This design comes from an exercise in tuning for a short achievable clock period and few clock cycles on the open sky130 flow, not from production work.

==> v18: inputs <==
==> flow/design.v <==
module yrow_delta_integrator #(
  parameter int DATA_W     = 24,
  parameter int ENTRIES    = 5,
  parameter int ADDR_W     = 16
) (
  input  logic                     clk,
  input  logic                     rst_n,
  input  logic                     chng_valid,
  output logic                     chng_ready,
  input  logic [ADDR_W-1:0]        chng_row,
  input  logic [ADDR_W-1:0]        chng_col,
  input  logic [DATA_W-1:0]        chng_real,
  input  logic [DATA_W-1:0]        chng_img,
  input  logic                     filt_EN,
  output logic                     op_rd_req,
  output logic [ADDR_W-1:0]        op_y_row,
  input  logic [ENTRIES*2*DATA_W-1:0] ymem_data,
  input  logic                     yMemDataReady,
  output logic                     op_wr_en,
  output logic [ENTRIES*2*DATA_W-1:0] op_wr_data,
  output logic [2*DATA_W-1:0]      op_yVal1,
  output logic [2*DATA_W-1:0]      op_yVal2,
  output logic                     op_EX_EN,
  input  logic                     exModDone,
  output logic                     op_Done,
  output logic                     op_colErr
);
  localparam int ENT_W = 2 * DATA_W;
  localparam int ROW_W = ENTRIES * ENT_W;
  function automatic logic [DATA_W-1:0] sat_add(input logic [DATA_W-1:0] a,
                                                input logic [DATA_W-1:0] b);
    logic [DATA_W-1:0] g, p, cg, cp, c, s;
    logic              ovf_pos, ovf_neg;
    g  = a & b;
    p  = a | b;
    cg = g;
    cp = p;
    for (int d = 1; d < DATA_W; d = d * 2) begin
      for (int i = DATA_W - 1; i >= d; i--) begin
        cg[i] = cg[i] | (cp[i] & cg[i-d]);
        cp[i] = cp[i] & cp[i-d];
      end
    end
    c = {cg[DATA_W-2:0], 1'b0};
    s = a ^ (b ^ c);
    ovf_pos = ~b[DATA_W-1] & ~a[DATA_W-1] & c[DATA_W-1];
    ovf_neg = b[DATA_W-1] & a[DATA_W-1] & ~c[DATA_W-1];
    if (ovf_pos)
      sat_add = {1'b0, {(DATA_W-1){1'b1}}};
    else if (ovf_neg)
      sat_add = {1'b1, {(DATA_W-1){1'b0}}};
    else
      sat_add = s;
  endfunction
  logic               held_q, chng_ready_q, op_rd_req_q, op_ex_en_q, ex_wait_q;
  logic               op_done_q, op_col_err_q;
  logic [ADDR_W-1:0]  op_y_row_q;
  logic [ENTRIES-1:0] cur_sel_q;
  logic [DATA_W-1:0]  cur_re_q, cur_im_q;
  logic [ENTRIES-1:0] in_sel_s;
  logic               in_good_s, take_s, push_s, free_s, start_s, held_d, rd_d;
  always_comb begin
    for (int k = 0; k < ENTRIES; k++) in_sel_s[k] = (chng_col == ADDR_W'(k));
  end
  assign in_good_s = |in_sel_s;
  assign take_s    = chng_valid & chng_ready_q;
  assign push_s    = take_s & in_good_s;
  assign free_s    = ~(op_rd_req_q | op_ex_en_q | ex_wait_q) | (ex_wait_q & exModDone);
  assign start_s   = free_s & filt_EN & held_q;
  assign held_d    = (held_q & ~start_s) | push_s;
  assign rd_d      = start_s | (op_rd_req_q & ~yMemDataReady);
  always_ff @(posedge clk or negedge rst_n) begin
    if (!rst_n) begin
      held_q       <= 1'b0;
      chng_ready_q <= 1'b1;
      op_rd_req_q  <= 1'b0;
      op_ex_en_q   <= 1'b0;
      ex_wait_q    <= 1'b0;
      op_done_q    <= 1'b1;
      op_col_err_q <= 1'b0;
    end else begin
      held_q       <= held_d;
      chng_ready_q <= ~held_d & ~rd_d;
      op_rd_req_q  <= rd_d;
      op_ex_en_q   <= op_rd_req_q & yMemDataReady;
      ex_wait_q    <= op_ex_en_q | (ex_wait_q & ~exModDone);
      op_done_q    <= ~held_q & ~op_rd_req_q & ~op_ex_en_q & ~(ex_wait_q & ~exModDone);
      op_col_err_q <= op_col_err_q | (take_s & ~in_good_s);
    end
  end
  always_ff @(posedge clk) begin
    if (chng_ready_q) begin
      op_y_row_q <= chng_row;
      cur_sel_q  <= in_sel_s;
      cur_re_q   <= chng_real;
      cur_im_q   <= chng_img;
    end
  end
  logic [ROW_W-1:0] new_row_s;
  logic [ENT_W-1:0] old_ent_s, new_ent_s;
  logic [ROW_W-1:0] op_wr_data_q;
  logic [ENT_W-1:0] op_yval1_q, op_yval2_q;
  always_comb begin
    old_ent_s = '0;
    new_ent_s = '0;
    for (int k = 0; k < ENTRIES; k++) begin
      logic [ENT_W-1:0] ent, upd;
      ent = ymem_data[k*ENT_W +: ENT_W];
      upd = {sat_add(ent[DATA_W +: DATA_W], cur_re_q), sat_add(ent[0 +: DATA_W], cur_im_q)};
      new_row_s[k*ENT_W +: ENT_W] = cur_sel_q[k] ? upd : ent;
      old_ent_s = old_ent_s | (cur_sel_q[k] ? ent : '0);
      new_ent_s = new_ent_s | (cur_sel_q[k] ? upd : '0);
    end
  end
  always_ff @(posedge clk) begin
    op_wr_data_q <= new_row_s;
    op_yval1_q   <= old_ent_s;
    op_yval2_q   <= new_ent_s;
  end
  assign chng_ready = chng_ready_q;
  assign op_rd_req  = op_rd_req_q;
  assign op_y_row   = op_y_row_q;
  assign op_wr_en   = op_ex_en_q;
  assign op_wr_data = op_wr_data_q;
  assign op_yVal1   = op_yval1_q;
  assign op_yVal2   = op_yval2_q;
  assign op_EX_EN   = op_ex_en_q;
  assign op_Done    = op_done_q;
  assign op_colErr  = op_col_err_q;
endmodule
==> flow/run.sh <==
#!/bin/bash
# synth_recipe.tcl (not shown) runs the flow's synth.tcl, then flattens the netlist and writes it again
# the make line also repeats each setting of config.mk as NAME=value (left out here)
make -C /OpenROAD-flow-scripts/flow DESIGN_CONFIG=/design/flow/config.mk WORK_HOME=/design/flow/orfs CLKGATE_MAP_FILE= SYNTH_SCRIPT=/design/flow/synth_recipe.tcl finish
==> flow/config.mk <==
export PLATFORM = sky130hd
export DESIGN_NAME = yrow_delta_integrator
export DESIGN_NICKNAME = yrow_delta_integrator
export VERILOG_FILES = /design/flow/design.v
export SDC_FILE = /design/flow/constraint.sdc
export NUM_CORES = 4
export LEC_CHECK = 0
export CAP_MARGIN = 20
export CORE_MARGIN = 2
export CORE_UTILIZATION = 40
export SETUP_SLACK_MARGIN = 3.5
export SLEW_MARGIN = 20
==> flow/constraint.sdc <==
create_clock -name core_clock -period 6.0 [get_ports {clk}]
set_input_delay 1.2000 -clock core_clock [delete_from_list [all_inputs] [get_ports {clk}]]
set_output_delay 1.2000 -clock core_clock [all_outputs]
set_load 0.01 [all_outputs]
==> inputs of v3, as changes to v18 <==
--- a/flow/design.v
+++ b/flow/design.v
@@ -27,31 +27,6 @@
 );
   localparam int ENT_W = 2 * DATA_W;
   localparam int ROW_W = ENTRIES * ENT_W;
-  function automatic logic [DATA_W-1:0] sat_add(input logic [DATA_W-1:0] a,
-                                                input logic [DATA_W-1:0] b);
-    logic [DATA_W-1:0] g, p, cg, cp, c, s;
-    logic              ovf_pos, ovf_neg;
-    g  = a & b;
-    p  = a | b;
-    cg = g;
-    cp = p;
-    for (int d = 1; d < DATA_W; d = d * 2) begin
-      for (int i = DATA_W - 1; i >= d; i--) begin
-        cg[i] = cg[i] | (cp[i] & cg[i-d]);
-        cp[i] = cp[i] & cp[i-d];
-      end
-    end
-    c = {cg[DATA_W-2:0], 1'b0};
-    s = a ^ (b ^ c);
-    ovf_pos = ~b[DATA_W-1] & ~a[DATA_W-1] & c[DATA_W-1];
-    ovf_neg = b[DATA_W-1] & a[DATA_W-1] & ~c[DATA_W-1];
-    if (ovf_pos)
-      sat_add = {1'b0, {(DATA_W-1){1'b1}}};
-    else if (ovf_neg)
-      sat_add = {1'b1, {(DATA_W-1){1'b0}}};
-    else
-      sat_add = s;
-  endfunction
   logic               held_q, chng_ready_q, op_rd_req_q, op_ex_en_q, ex_wait_q;
   logic               op_done_q, op_col_err_q;
   logic [ADDR_W-1:0]  op_y_row_q;
@@ -72,11 +47,11 @@
   always_ff @(posedge clk or negedge rst_n) begin
     if (!rst_n) begin
       held_q       <= 1'b0;
-      chng_ready_q <= 1'b1;
+      chng_ready_q <= 1'b0;
       op_rd_req_q  <= 1'b0;
       op_ex_en_q   <= 1'b0;
       ex_wait_q    <= 1'b0;
-      op_done_q    <= 1'b1;
+      op_done_q    <= 1'b0;
       op_col_err_q <= 1'b0;
     end else begin
       held_q       <= held_d;
@@ -96,21 +71,30 @@
       cur_im_q   <= chng_img;
     end
   end
-  logic [ROW_W-1:0] new_row_s;
+  logic [ROW_W-1:0] upd_s, new_row_s;
   logic [ENT_W-1:0] old_ent_s, new_ent_s;
   logic [ROW_W-1:0] op_wr_data_q;
   logic [ENT_W-1:0] op_yval1_q, op_yval2_q;
-  always_comb begin
-    old_ent_s = '0;
-    new_ent_s = '0;
-    for (int k = 0; k < ENTRIES; k++) begin
-      logic [ENT_W-1:0] ent, upd;
-      ent = ymem_data[k*ENT_W +: ENT_W];
-      upd = {sat_add(ent[DATA_W +: DATA_W], cur_re_q), sat_add(ent[0 +: DATA_W], cur_im_q)};
-      new_row_s[k*ENT_W +: ENT_W] = cur_sel_q[k] ? upd : ent;
-      old_ent_s = old_ent_s | (cur_sel_q[k] ? ent : '0);
-      new_ent_s = new_ent_s | (cur_sel_q[k] ? upd : '0);
+  for (genvar k = 0; k < ENTRIES; k++) begin : g_ent
+    yrow_sat_add #(.W(DATA_W)) u_re (
+      .a(ymem_data[k*ENT_W + DATA_W +: DATA_W]), .b(cur_re_q),
+      .y(upd_s[k*ENT_W + DATA_W +: DATA_W]));
+    yrow_sat_add #(.W(DATA_W)) u_im (
+      .a(ymem_data[k*ENT_W +: DATA_W]), .b(cur_im_q),
+      .y(upd_s[k*ENT_W +: DATA_W]));
+    for (genvar i = 0; i < ENT_W; i++) begin : g_bit
+      yrow_mux2 u_wr (.s(cur_sel_q[k]), .a0(ymem_data[k*ENT_W + i]), .a1(upd_s[k*ENT_W + i]),
+                      .y(new_row_s[k*ENT_W + i]));
     end
+  end
+  for (genvar i = 0; i < ENT_W; i++) begin : g_sel
+    logic [ENTRIES-1:0] old_v, new_v;
+    for (genvar k = 0; k < ENTRIES; k++) begin : g_k
+      assign old_v[k] = ymem_data[k*ENT_W + i];
+      assign new_v[k] = upd_s[k*ENT_W + i];
+    end
+    yrow_andor #(.N(ENTRIES)) u_old (.s(cur_sel_q), .v(old_v), .y(old_ent_s[i]));
+    yrow_andor #(.N(ENTRIES)) u_new (.s(cur_sel_q), .v(new_v), .y(new_ent_s[i]));
   end
   always_ff @(posedge clk) begin
     op_wr_data_q <= new_row_s;
@@ -128,3 +112,79 @@
   assign op_Done    = op_done_q;
   assign op_colErr  = op_col_err_q;
 endmodule
+module yrow_sat_add #(
+  parameter int W = 24
+) (
+  input  logic [W-1:0] a,
+  input  logic [W-1:0] b,
+  output logic [W-1:0] y
+);
+  localparam int LV = $clog2(W - 1);
+  logic [W-1:0] gp [LV+1];
+  logic [W-1:0] tp [LV+1];
+  logic [W-1:0] x, c, s;
+  logic         top_hi, top_lo;
+  for (genvar i = 0; i < W; i++) begin : g_l0
+    yrow_nand2 u_g (.a(a[i]), .b(b[i]), .y(gp[0][i]));
+    yrow_nor2  u_t (.a(a[i]), .b(b[i]), .y(tp[0][i]));
+    yrow_xor2  u_x (.a(a[i]), .b(b[i]), .y(x[i]));
+  end
+  for (genvar l = 1; l <= LV; l++) begin : g_lv
+    localparam int D = 1 << (l - 1);
+    for (genvar i = 0; i < W; i++) begin : g_b
+      if (i < D) begin : g_pass
+        yrow_inv u_g (.a(gp[l-1][i]), .y(gp[l][i]));
+        assign tp[l][i] = 1'b0;
+      end else if ((l % 2) == 1) begin : g_odd
+        yrow_oai21 u_g (.a1(tp[l-1][i]), .a2(gp[l-1][i-D]), .b1(gp[l-1][i]), .y(gp[l][i]));
+        if (i >= 2 * D) begin : g_t
+          yrow_nor2 u_t (.a(tp[l-1][i]), .b(tp[l-1][i-D]), .y(tp[l][i]));
+        end else begin : g_nt
+          assign tp[l][i] = 1'b0;
+        end
+      end else begin : g_even
+        yrow_aoi21 u_g (.a1(tp[l-1][i]), .a2(gp[l-1][i-D]), .b1(gp[l-1][i]), .y(gp[l][i]));
+        if (i >= 2 * D) begin : g_t
+          yrow_nand2 u_t (.a(tp[l-1][i]), .b(tp[l-1][i-D]), .y(tp[l][i]));
+        end else begin : g_nt
+          assign tp[l][i] = 1'b1;
+        end
+      end
+    end
+  end
+  assign c[0] = 1'b0;
+  for (genvar i = 1; i < W; i++) begin : g_c
+    if ((LV % 2) == 1) begin : g_t
+      assign c[i] = gp[LV][i-1];
+    end else begin : g_n
+      yrow_inv u_c (.a(gp[LV][i-1]), .y(c[i]));
+    end
+  end
+  assign s[0] = x[0];
+  for (genvar i = 1; i < W; i++) begin : g_s
+    yrow_xor2 u_s (.a(x[i]), .b(c[i]), .y(s[i]));
+  end
+  yrow_nor2 u_hi (.a(a[W-1]), .b(b[W-1]), .y(top_hi));
+  yrow_and2 u_lo (.a(a[W-1]), .b(b[W-1]), .y(top_lo));
+  for (genvar i = 0; i < W - 1; i++) begin : g_y
+    yrow_satbit u_y (.s(s[i]), .c(c[W-1]), .hi(top_hi), .lo(top_lo), .y(y[i]));
+  end
+  yrow_satsign u_sign (.a(a[W-1]), .b(b[W-1]), .c(c[W-1]), .y(y[W-1]));
+endmodule
+module yrow_inv   (input logic a, output logic y);            assign y = ~a;        endmodule
+module yrow_nand2 (input logic a, b, output logic y);         assign y = ~(a & b);  endmodule
+module yrow_nor2  (input logic a, b, output logic y);         assign y = ~(a | b);  endmodule
+module yrow_and2  (input logic a, b, output logic y);         assign y = a & b;     endmodule
+module yrow_xor2  (input logic a, b, output logic y);         assign y = a ^ b;     endmodule
+module yrow_oai21 (input logic a1, a2, b1, output logic y);   assign y = ~((a1 | a2) & b1); endmodule
+module yrow_aoi21 (input logic a1, a2, b1, output logic y);   assign y = ~((a1 & a2) | b1); endmodule
+module yrow_mux2  (input logic s, a0, a1, output logic y);    assign y = s ? a1 : a0; endmodule
+module yrow_satbit (input logic s, c, hi, lo, output logic y);
+  assign y = c ? (s | hi) : (s & ~lo);
+endmodule
+module yrow_satsign (input logic a, b, c, output logic y);
+  assign y = b ? (a | ~c) : (a & ~c);
+endmodule
+module yrow_andor #(parameter int N = 5) (input logic [N-1:0] s, v, output logic y);
+  assign y = |(s & v);
+endmodule
--- a/flow/config.mk
+++ b/flow/config.mk
@@ -7,6 +7,8 @@
 export LEC_CHECK = 0
 export CAP_MARGIN = 20
 export CORE_MARGIN = 2
-export CORE_UTILIZATION = 40
+export CORE_UTILIZATION = 60
 export SETUP_SLACK_MARGIN = 3.5
 export SLEW_MARGIN = 20
+export SYNTH_HIERARCHICAL = 1
+export SYNTH_MINIMUM_KEEP_SIZE = 0
==> flow_metrics.tcl <==
set metrics [dict create \
    fmax_ghz 0.240 \
    min_to "op_done_q$_DFF_PN1_" \
    status "timing/DRC/antenna clean" \
    cp_max_fo 4 \
]
Source of the figures above: v18

==> flow_metrics.tcl <==
set metrics [dict create \
    placedCellCount 5810 \
    stop_stage "global routing" \
    status "did not finish" \
    stop_error "[ERROR GRT-0116] Global routing finished with congestion. Check the congestion regions in the DRC Viewer." \
    clockBufferDepth 3 \
]
Source of the figures above: v3

No functional check of the RTL was part of any run of this note.

[re-timing with driven ports]
Ports are ideal in the flow. The routed layout listed here was re-timed in OpenROAD.
Step 1 (the two cells are an assumption about what drives the block):
set clk [get_ports {clk}]
set_driving_cell -lib_cell sky130_fd_sc_hd__clkbuf_16 $clk
set_driving_cell -lib_cell sky130_fd_sc_hd__buf_2 [delete_from_list [all_inputs] $clk]
Step 2 times the ports against the registers' clock, not the clock port: input delays grow and output delays shrink by t, the midpoint of the rising clock arrivals with the driver on.
Slacks: ideal ports / drivers / drivers and shift; pairs: ideal ports / drivers.
run: v18
shift t [ns]: 0.677
setup WS [ns]: 1.832 / 1.862 / 1.185
worst hold slack (ns): 0.426 / 0.426 / 0.426
worst setup path at the end: input to register
After both steps setup and hold are still met in v18. For v18, drivers alone change the setup slack by +0.030 ns; drivers and shift together by -0.647 ns.
